Source: an optimization exercise on an open RTL-to-GDS flow (aim: small area). Production flows keep margins and buffers that such runs may drop. RTL that was checked went through simulation tests only; none was proved equivalent to the original. Power is estimated from default activity; no workload was simulated. No driver is modelled on the clock port, so clocking that relies on it looks cheaper here than on a real chip.

// tile_pixel_encoder
module tile_pixel_encoder #(
    parameter int TILE_W = 20,
    parameter int TILE_H = 20,
    parameter int DEPTH  = TILE_W * TILE_H,
    parameter int ADDR_W = 9,
    parameter int IDX_W  = 4
) (
    input  logic              Clk,
    input  logic              Reset,
    input  logic              start,
    input  logic              pix_valid,
    input  logic [23:0]       pix_color,
    output logic              pix_ready,
    input  logic [ADDR_W-1:0] read_address,
    output logic [IDX_W-1:0]  output_index,
    output logic              busy,
    output logic              done,
    output logic              err,
    output logic [ADDR_W-1:0] err_addr
);
For scale: about 1,400 flip-flops, about 54 I/O pins.
Settings: LEC_CHECK=0, CAP_MARGIN=20, CORE_MARGIN=2, CORE_UTILIZATION=70, CTS_BUF_LIST=sky130_fd_sc_hd__clkbuf_16, CTS_CLUSTER_DIAMETER=80, CTS_CLUSTER_SIZE=28, SETUP_SLACK_MARGIN=0.1, SLEW_MARGIN=20, SYNTH_HIERARCHICAL=1, SYNTH_MINIMUM_KEEP_SIZE=0; clock period 5.0 ns.
standard.sh (not shown) runs the stock make flow with config.mk's settings and CLKGATE_MAP_FILE= SYNTH_SCRIPT=/design/flow/synth_recipe.tcl, a recipe that flattens the netlist after the stock synthesis.
==> flow/flow/run.sh <==
#!/bin/bash
# Standard layout, with plain buffers on the ports and no dummy clock loads.
set -euo pipefail
export BUFFER_PORTS_ARGS="-buffer_cell sky130_fd_sc_hd__buf_2"
export CTS_ARGS="-sink_clustering_enable -repair_clock_nets -dont_use_dummy_load -sink_clustering_size 28 -sink_clustering_max_diameter 80 -buf_list sky130_fd_sc_hd__clkbuf_16"
bash standard.sh > standard.log 2>&1
Change:
--- a/flow/design.v
+++ b/flow/design.v
@@ -200,32 +200,25 @@
         assign w_we = (w_due != 2'b00) && (w_wword[6:3] == 4'(r));
         tpe_port u_port (.we(w_we), .keep(!w_we), .wdata(w_wdata), .q(r_ring[8*r+L-1]), .d(w_d0));
         always_ff @(posedge Clk) begin
             r_ring[8*r] <= w_d0;
             for (int k = 1; k < L; k++)
                 r_ring[8*r+k] <= r_ring[8*r+k-1];
         end
     end
     logic [NWORDS-1:0] w_rsel;
     logic [13*NGRP-1:0] w_grp_n;
     logic [12:0]       w_rword;
     logic [2:0] w_rslot;
-    logic       w_c0, w_c1, w_x1, w_x2;
-    tpe_xor u_s0 (.a(read_address[2]), .b(r_ph[0]), .y(w_rslot[0]));
-    tpe_and u_c0 (.a(read_address[2]), .b(r_ph[0]), .y(w_c0));
-    tpe_xor u_x1 (.a(read_address[3]), .b(r_ph[1]), .y(w_x1));
-    tpe_xor u_s1 (.a(w_x1), .b(w_c0), .y(w_rslot[1]));
-    tpe_maj u_c1 (.a(read_address[3]), .b(r_ph[1]), .c(w_c0), .y(w_c1));
-    tpe_xor u_x2 (.a(read_address[4]), .b(r_ph[2]), .y(w_x2));
-    tpe_xor u_s2 (.a(w_x2), .b(w_c1), .y(w_rslot[2]));
+    assign w_rslot = read_address[4:2] + r_ph;
     tpe_rd_decode u_rdec (.ring(read_address[ADDR_W-1:5]), .b4(read_address[4]), .slot(w_rslot), .sel(w_rsel));
     for (genvar g = 0; g < NGRP3; g++) begin : g_grp3
         tpe_aoi3 u_aoi (
             .a(r_ring[3*g]), .b(r_ring[3*g+1]), .c(r_ring[3*g+2]),
             .sa(w_rsel[3*g]), .sb(w_rsel[3*g+1]), .sc(w_rsel[3*g+2]),
             .y_n(w_grp_n[13*g +: 13])
         );
     end
     for (genvar g = 0; g < NGRP2; g++) begin : g_grp2
         tpe_aoi2 u_aoi (
             .a(r_ring[3*NGRP3+2*g]), .b(r_ring[3*NGRP3+2*g+1]),
             .sa(w_rsel[3*NGRP3+2*g]), .sb(w_rsel[3*NGRP3+2*g+1]),
@@ -305,34 +298,12 @@
             y = y | ~x_n[13*i +: 13];
     end
 endmodule
 module tpe_port (
     input  logic        we,
     input  logic        keep,
     input  logic [12:0] wdata,
     input  logic [12:0] q,
     output logic [12:0] d
 );
     assign d = ({13{we}} & wdata) | ({13{keep}} & q);
 endmodule
-module tpe_xor (
-    input  logic a,
-    input  logic b,
-    output logic y
-);
-    assign y = a ^ b;
-endmodule
-module tpe_and (
-    input  logic a,
-    input  logic b,
-    output logic y
-);
-    assign y = a & b;
-endmodule
-module tpe_maj (
-    input  logic a,
-    input  logic b,
-    input  logic c,
-    output logic y
-);
-    assign y = (a & b) | (a & c) | (b & c);
-endmodule
What happened: The new run finished with timing, DRC and antenna clean. Non-clock buffer count falls by 5. Cell area stays flat. Die area goes up by 0.32%. Via count decreases by 1.5%. Count of clock-buffer cells in the layout does not change. Core utilization stays flat. Clock skew fell by 35 ps. Synthesized area rose by 0.32%. Critical path depth climbs by 6.
No functional check of the RTL was part of the first run of this note.

========
tile_pixel_encoder, a different RTL version from the one above (not shown whole).
For scale: roughly 3000 cells after synthesis, roughly 54 I/O pins, roughly 41000 um^2 of cells after synthesis.
==> module tpe_nand_tree, before the edit <==
module tpe_nand_tree #(
    parameter int N = 34
) (
    input  logic [13*N-1:0] x_n,
    output logic [12:0] y
);
    always_comb begin
        y = '0;
        for (int i = 0; i < N; i++)
            y = y | ~x_n[13*i +: 13];
    end
endmodule
export LEC_CHECK = 0
export CAP_MARGIN = 20
export CORE_MARGIN = 2
export CORE_UTILIZATION = 70
export CTS_BUF_LIST = sky130_fd_sc_hd__clkbuf_16
export CTS_CLUSTER_DIAMETER = 80
export CTS_CLUSTER_SIZE = 28
export SETUP_SLACK_MARGIN = 0.1
export SLEW_MARGIN = 20
export SYNTH_HIERARCHICAL = 1
export SYNTH_MINIMUM_KEEP_SIZE = 0
create_clock -name core_clock -period 5.0 [get_ports {Clk}]
==> flow/flow/run.sh <==
#!/bin/bash
# Standard layout, with plain buffers on the ports and no dummy clock loads.
set -euo pipefail
export BUFFER_PORTS_ARGS="-buffer_cell sky130_fd_sc_hd__buf_1"
export CTS_ARGS="-sink_clustering_enable -repair_clock_nets -dont_use_dummy_load -sink_clustering_size 28 -sink_clustering_max_diameter 80 -buf_list sky130_fd_sc_hd__clkbuf_16"
bash standard.sh > standard.log 2>&1
Then changed:
--- a/flow/design.v
+++ b/flow/design.v
@@ -295,9 +295,40 @@
     output logic [12:0] y
 );
-    always_comb begin
-        y = '0;
-        for (int i = 0; i < N; i++)
-            y = y | ~x_n[13*i +: 13];
+    logic [13*9-1:0] l1;    
+    logic [13*3-1:0] l2;    
+    for (genvar j = 0; j < 8; j++) begin : g_l1
+        tpe_nand4w u_n (.a(x_n[13*(4*j) +: 13]), .b(x_n[13*(4*j+1) +: 13]),
+                        .c(x_n[13*(4*j+2) +: 13]), .d(x_n[13*(4*j+3) +: 13]), .y(l1[13*j +: 13]));
     end
+    tpe_nand2w u_n8 (.a(x_n[13*32 +: 13]), .b(x_n[13*33 +: 13]), .y(l1[13*8 +: 13]));
+    for (genvar j = 0; j < 3; j++) begin : g_l2
+        tpe_or3w u_o (.a(l1[13*(3*j) +: 13]), .b(l1[13*(3*j+1) +: 13]), .c(l1[13*(3*j+2) +: 13]),
+                      .y(l2[13*j +: 13]));
+    end
+    tpe_or3w u_l3 (.a(l2[0 +: 13]), .b(l2[13 +: 13]), .c(l2[26 +: 13]), .y(y));
+endmodule
+module tpe_nand4w (
+    input  logic [12:0] a,
+    input  logic [12:0] b,
+    input  logic [12:0] c,
+    input  logic [12:0] d,
+    output logic [12:0] y
+);
+    assign y = ~(a & b & c & d);
+endmodule
+module tpe_nand2w (
+    input  logic [12:0] a,
+    input  logic [12:0] b,
+    output logic [12:0] y
+);
+    assign y = ~(a & b);
+endmodule
+module tpe_or3w (
+    input  logic [12:0] a,
+    input  logic [12:0] b,
+    input  logic [12:0] c,
+    output logic [12:0] y
+);
+    assign y = a | b | c;
 endmodule
 module tpe_port (
=>
- design area hardly moves
- final cell count drops by 0.66%
- hold slack is better by 0.020 ns
- wire length drops by 5.4%
- sequential power is about the same
- setup slack is better by 0.13 ns
- die area climbs by 0.62%
- first-iteration DRC count drops by 18%

what the ideal ports hide:
The results above use ideal ports. As a check the final layouts listed here were re-extracted and re-timed, cells and wires unchanged.
Step 1 sets driving cells, clkbuf_16 on the clock port and buf_2 on the other inputs (assumed; they add their load-dependent delay and slew).
Step 2 adds t to the input delays and takes it off the output delays; t is the mean of the earliest and latest rising clock arrival at the registers after step 1. Input paths then give back, and output paths get back, about the clock's delay inside the block.
a / b / c = ideal / step 1 / step 2; a / b = the first two.
run | t, ns | slack for setup (ns) | worst setup path at the end | latest minus earliest clock arrival (ns) | worst register clock-pin slew, ns
the first run of note 1 | 0.720 | 0.234 / 0.234 / -0.329 | input to register | 0.102 / 0.102 | 0.11 / 0.11
the second run of note 1 | 0.703 | 0.136 / 0.136 / -0.505 | input to register | 0.064 / 0.065 | 0.11 / 0.11
the first run of note 2 | 0.715 | 0.197 / 0.239 / -0.476 | input to register | 0.071 / 0.071 | 0.11 / 0.11
the second run of note 2 | 0.705 | 0.324 / 0.334 / -0.339 | input to register | 0.068 / 0.069 | 0.11 / 0.11
Met with ideal ports but missed after step 2: setup timing in every run listed. For the first run of note 2, which loses most, drivers alone change the setup slack by +0.042 ns; drivers and shift together by -0.673 ns.
